Source: an optimization exercise on an open RTL-to-GDS flow (aim: small area, a short achievable clock period and few clock cycles per item). Production flows keep margins and buffers that such runs may drop. The RTL was checked by simulation tests, not by an equivalence proof against the original design. Power is estimated from default activity; no workload was simulated.

==> flow/design.v (outline; a module is shown in full before it is edited, if it fits) <==
// module mtdtmf_seq: 221 lines
// module mtdtmf_mul_lo: 334 lines
// module mtdtmf_mul_hi: 138 lines
// module multitap_dtmf_tone_generator: 209 lines
module multitap_dtmf_tone_generator (
	input  logic        clk,
	input  logic        arst_n,
	input  logic        s_tvalid,
	output logic        s_tready,
	input  logic [7:0]  s_tdata,    
	input  logic        s_tuser,    
	output logic        m_tvalid,
	input  logic        m_tready,
	output logic [23:0] m_tdata,    
	output logic        m_tlast,    
	input  logic        cfg_valid,
	output logic        cfg_ready,
	input  logic [2:0]  cfg_index,
	input  logic [63:0] cfg_data
);
  // ...
==> flow/run.sh <==
#!/bin/bash
# synth_recipe.tcl (not shown) runs the flow's synth.tcl, then flattens the netlist and writes it again
# the make line also repeats each setting of config.mk as NAME=value (left out here)
make -C /OpenROAD-flow-scripts/flow DESIGN_CONFIG=/design/flow/config.mk WORK_HOME=/design/flow/orfs CLKGATE_MAP_FILE= SYNTH_SCRIPT=/design/flow/synth_recipe.tcl finish
==> flow/config.mk <==
export PLATFORM = sky130hd
export DESIGN_NAME = multitap_dtmf_tone_generator
export DESIGN_NICKNAME = multitap_dtmf_tone_generator
export VERILOG_FILES = /design/flow/design.v
export SDC_FILE = /design/flow/constraint.sdc
export NUM_CORES = 4
export LEC_CHECK = 0
export ABC_AREA = 1
export CAP_MARGIN = 20
export CORE_MARGIN = 2
export CORE_UTILIZATION = 60
export SETUP_SLACK_MARGIN = 4.8
export SLEW_MARGIN = 20
export TNS_END_PERCENT = 5
==> flow/constraint.sdc <==
create_clock -name core_clock -period 9.0 [get_ports {clk}]
set_input_delay 1.8000 -clock core_clock [delete_from_list [all_inputs] [get_ports {clk}]]
set_output_delay 1.8000 -clock core_clock [all_outputs]
set_load 0.01 [all_outputs]
==> impl_metrics.yaml, run 1 <==
routing:
  wl_per_cell_um: 18.1
  met3_length_um: 6120
  drc: 0
yosys:
  synth_commonest_cells: "nand2_1 (621), inv_1 (589), nor2_1 (414), o21ai_0 (308), a21oi_1 (225)"
  netlist_top_cells_area: "edfxtp_1 (19%), fa_1 (15%), dfxtp_1 (13%)"
  syn_avg_cell_area_um2: 8.02
  yosysUniqueCellTypes: 65
grt:
  grt-busiest-layer: "met2"
floorplanning:
  num_rows: 79
cts:
  cts_setup_buffers: 13
  hold_buffers: 0
  clock-sinks: 381
placement:
  placed_area_mm2: 0.0300
  gp_congestion: 0.929
timing:
  fin_crit_ns: 4.32
power:
  power_leader: "combinational cells"
  irDropWorstVdd_v: 0.000212
  seq_power_w: 0.00303
cells_and_area:
  multi_input_gates: 2418
  inv_count: 606
  largest-register: "high_steps_q"
  final_nets: 4063
setup_path:
  setup.worst_path.end: "sample_q[15]$_DFFE_PN_"
  r2r_slack_ns: 4.68
  crit_path_end_kind: "flop"
status:
  outcome: "timing/DRC/antenna clean"
Testbench counts, summed over its fixed seeds: cycles 76,989, items 76,773.
==> run 2: changes to the inputs <==
--- a/flow/config.mk
+++ b/flow/config.mk
@@ -9,6 +9,6 @@
 export CAP_MARGIN = 20
 export CORE_MARGIN = 2
 export CORE_UTILIZATION = 60
-export SETUP_SLACK_MARGIN = 4.8
+export SETUP_SLACK_MARGIN = 5.0
 export SLEW_MARGIN = 20
 export TNS_END_PERCENT = 5
==> run 2 against run 1 <==
  * Register-to-register slack improved by 0.14 ns
  * Core utilization rose by 0.67 points
  * Critical path depth did not move
  * Sequential share of layout area fell by 0.27 points
  * Hold slack barely moved
  * Area after synthesis did not move
  * Synthesized cell count did not move
  * Global-route usage rose by 0.27 points
  * Total power rose by 2.3%
  * Maximum frequency rose by 3.4%
  * Die area did not move
  * Clock power barely moved
  * Critical path type unchanged
  * Largest cell class unchanged
==> impl_metrics.yaml, run 2 <==
setup_path:
  r2r_start: "amplitude_q[7]$_SDFFE_PN0P_"
  setup.worst_path.start_class: "flop"
  worstPathArrival_ns: 4.50
  ff2ff_path_depth: 16
  required_ns: 9.32
  r2r_slack_ns: 4.82
  crit_path_end_kind: "flop"
  worstSetupPathType: "reg2reg"
  setup.worst_path.end: "sample_q[15]$_DFFE_PN_"
  cp_max_fo: 18
  r2r-end: "sample_q[15]$_DFFE_PN_"
  critical_path.startpoint: "amplitude_q[7]$_SDFFE_PN0P_"
routing:
  drc: 0
  finalWirelength_um: 78000
  ant_nets: 0
  wl_per_cell_um: 18.3
  via_per_inst: 5.76
  initialDrtViolationCount: 2502
  drt_first_pass_iters: 8
  vias: 24600
placement:
  gp_congestion: 0.929
  place_ws_ns: 4.53
  hpwl_um: 54900
  placed_area_mm2: 0.0300
  port_buffers: 102
cts:
  clock-sinks: 381
  path_clk_slew_ns: 0.06
  cts.path.max_buffers: 3
  hold_buffers: 0
  numCtsBuffers: 43
  clock_latency_ns: 0.58
  cts_root_buf: "clkbuf_16"
  cts_tree: "yes"
  cts_max_level: 2
floorplanning:
  coreArea_mm2: 0.0468
  fp.dieH_um: 222
  ioPinCount: 109
  num_rows: 79
  start_util_pct: 61.2
  die_area_mm2: 0.0494
  die_w_um: 222
cells_and_area:
  area_growth_pct: 12.1
  fillers: 3789
  final_nets: 4081
  top_regs: "high_steps_q (64), low_steps_q (48), ha4 (19)"
  largest_register_ffs: 64
  layout_commonest_cell: "nand2_1"
  largest-register: "high_steps_q"
  final_cell_mix: "nand2_1 (616), inv_1 (582), nor2_1 (409)"
  drive_above_1_share_pct: 6.43
  final_area_mm2: 0.0320
timing:
  grt_setup_unrepaired: "true"
  fmax_ghz: 0.239
  setup_tns_ns: 0
  setup_viol: 0
  skew_ns: 0.0126
  tightestPinTransition_ns: 0.999
  slew_headroom_pct: 32.8
  finalHoldViolCount: 0
  finalMaxSlewViolations: 0
  fin_crit_ns: 4.18
  fin_crit_sh_pct: 46.4
  fin_ws_ns: 4.82
  holdWs_ns: 0.418
yosys:
  yosys.area.top_type_share_pct: 19.1
  synth_flop_cell: "dfxtp_1"
  yosysMostFrequentCell: "nand2_1"
  syn_inst: 3564
  synth-seq-cells: 381
  netlist_top_cells_area: "edfxtp_1 (19%), fa_1 (15%), dfxtp_1 (13%)"
  syn_avg_cell_area_um2: 8.02
  synth_edf_count: 182
  yosysSeqAreaShare_pct: 33.2
  async_flop_share_pct: 2.36
  synth_area_leader_cell: "edfxtp_1"
  synth_commonest_cells: "nand2_1 (621), inv_1 (589), nor2_1 (414), o21ai_0 (308), a21oi_1 (225)"
  ys_warn_count: 2
  yosysUniqueCellTypes: 65
  syn-cell-area_mm2: 0.0286
power:
  leakagePower_nw: 15.6
  irDropWorstVdd_v: 0.000212
  pwr_density_cell_mw_per_mm2: 371
grt:
  grt_first_pass_wirelength_um: 125000
  grt_pass1_vias: 24000
  overflow: 0
  grt_max_degree: 117
  track_usage_pct: 31.6
  antenna_found_initial: 1
worst_hold_path:
  holdCritPathClass: "reg2reg"
job:
  cap_violations: 0
status:
  outcome: "timing/DRC/antenna clean"
[run 2: power breakdown]
| part | internal, W | leakage (nW) | total (W) | switching, W |
|---|---|---|---|---|
| clock network | 0.00111 | 0.721 | 0.00183 | 0.000722 |
| registers | 0.00262 | 3.49 | 0.00301 | 0.000392 |
| logic | 0.00258 | 11.4 | 0.00704 | 0.00446 |
[run 2: routing by layer]
metal / GRT usage, % / vias up / wire (um)
met3: 4.84 / 217 / 6250
met1: 43.1 / 11700 / 32600
met4: 12.5 / 0 / 3160
met5: 0 / - / 0
met2: 51.1 / 1077 / 36000
li1: - / 11500 / -
[run 2: cell type report]
class	instances	area (um^2)	share of cell area (%)
flip-flops and latches	381	9520	29.7
multi-input cells	2418	16400	51.1
clock buffers	64	1260	3.92
well taps	607	759	2.37
diodes	1	2.50	0.00781
repair inverters	1	5.00	0.0156
repair buffers	172	1610	5.01
inverters	605	2300	7.18
clock inverters	14	215	0.672
[run 2: worst max-delay path: stages, from the launching register on]
cell and delay [ns]:
dfxtp_1 0.30, buf_4 0.28, nand2_1 0.13, fa_1 0.55
inv_1 0.05, fa_1 0.46, fa_1 0.47, ha_1 0.38
nand2_1 0.10, nor2_1 0.17, nand3_1 0.11, o2111ai_1 0.16
nand3_1 0.16, nand2_1 0.16, nand3_1 0.11, o21ai_0 0.22
xor2_1 0.10
[run 2: worst min path at each step]
stage	from	end	slack (ns)	cells past startpoint
floorplan	act2$_DFFE_PN_	act3$_DFFE_PN_	0.40	0
global placement	done4$_DFFE_PN_	done_q$_DFFE_PN_	0.40	0
detailed placement	act2$_DFFE_PN_	act3$_DFFE_PN_	0.40	0
CTS	act2$_DFFE_PN_	act3$_DFFE_PN_	0.42	0
global route	sum3[13]$_SDFFCE_PN0N_	sh4[1]$_DFFE_PN_	0.43	0
finish	act2$_DFFE_PN_	act3$_DFFE_PN_	0.42	0
[run 2: metrics by stage]
stage / utilization, % / total power, W / instances
6_report: 68.5 / 0.0119 / 4263
5_1_grt: 68.5 / 0.0128 / 4263
3_3_place_gp: 64.2 / 0.00934 / 4146
3_5_place_dp: 64.2 / 0.00951 / 4146
4_1_cts: 68.0 / 0.0116 / 4247
2_1_floorplan: - / 0.00773 / 3568
[run 2: logic make-up (layout without fill, tap and decap cells)]
group / Yosys count / in the layout / synth area share [%]
AND/OR/NAND/NOR: 1241 / 1241 / 17.7
other: 2 / 7 / 0.0263
buffers and inverters: 770 / 856 / 10.3
AO/OA/AOI/OAI: 706 / 707 / 13.9
flip-flops: 381 / 381 / 33.2
adder cells (fa/ha/maj): 378 / 378 / 22.1
XOR/XNOR: 86 / 86 / 2.66
[run 2: timing repair]
| action | in CTS | in global routing |
|---|---|---|
| resized for setup | 26 | 32 |
| endpoints found under the hold margin | 0 | 0 |
| gates cloned | 2 | 0 |
| setup endpoints to repair | 98 | 162 |
| buffers inserted | 21 | 15 |
| pin swaps | 1 | 2 |

## re-timing with driven ports
In the flow no input, the clock included, has a driving cell. The finished layouts below were timed again as built, in two steps. Step 1, drivers: a clkbuf_16 drives clk and a buf_2 each remaining input, both assumed. Step 2 moves the port delays by t, midway between the first and last clock arrival at a register: inputs arrive t later, outputs are due t later. That takes back most of the time a late clock gives input paths. a / b / c = no drivers / after step 1 / after step 2; a / b = the first two.
run | t (ns) | setup WS [ns] | worst register clock-pin slew, ns | worst slew at a driven data input, ns | pins driven straight from the clock port
run 1 | 0.632 | 4.678 / 4.678 / 4.417 | 0.06 / 0.06 | 0.07 | 1
run 2 | 0.633 | 4.820 / 4.820 / 4.440 | 0.06 / 0.06 | 0.07 | 1
After both steps every run listed still meets setup and hold. The setup slack of run 2, which loses most, moves by 0.000 ns with the drivers and by -0.380 ns with both steps.
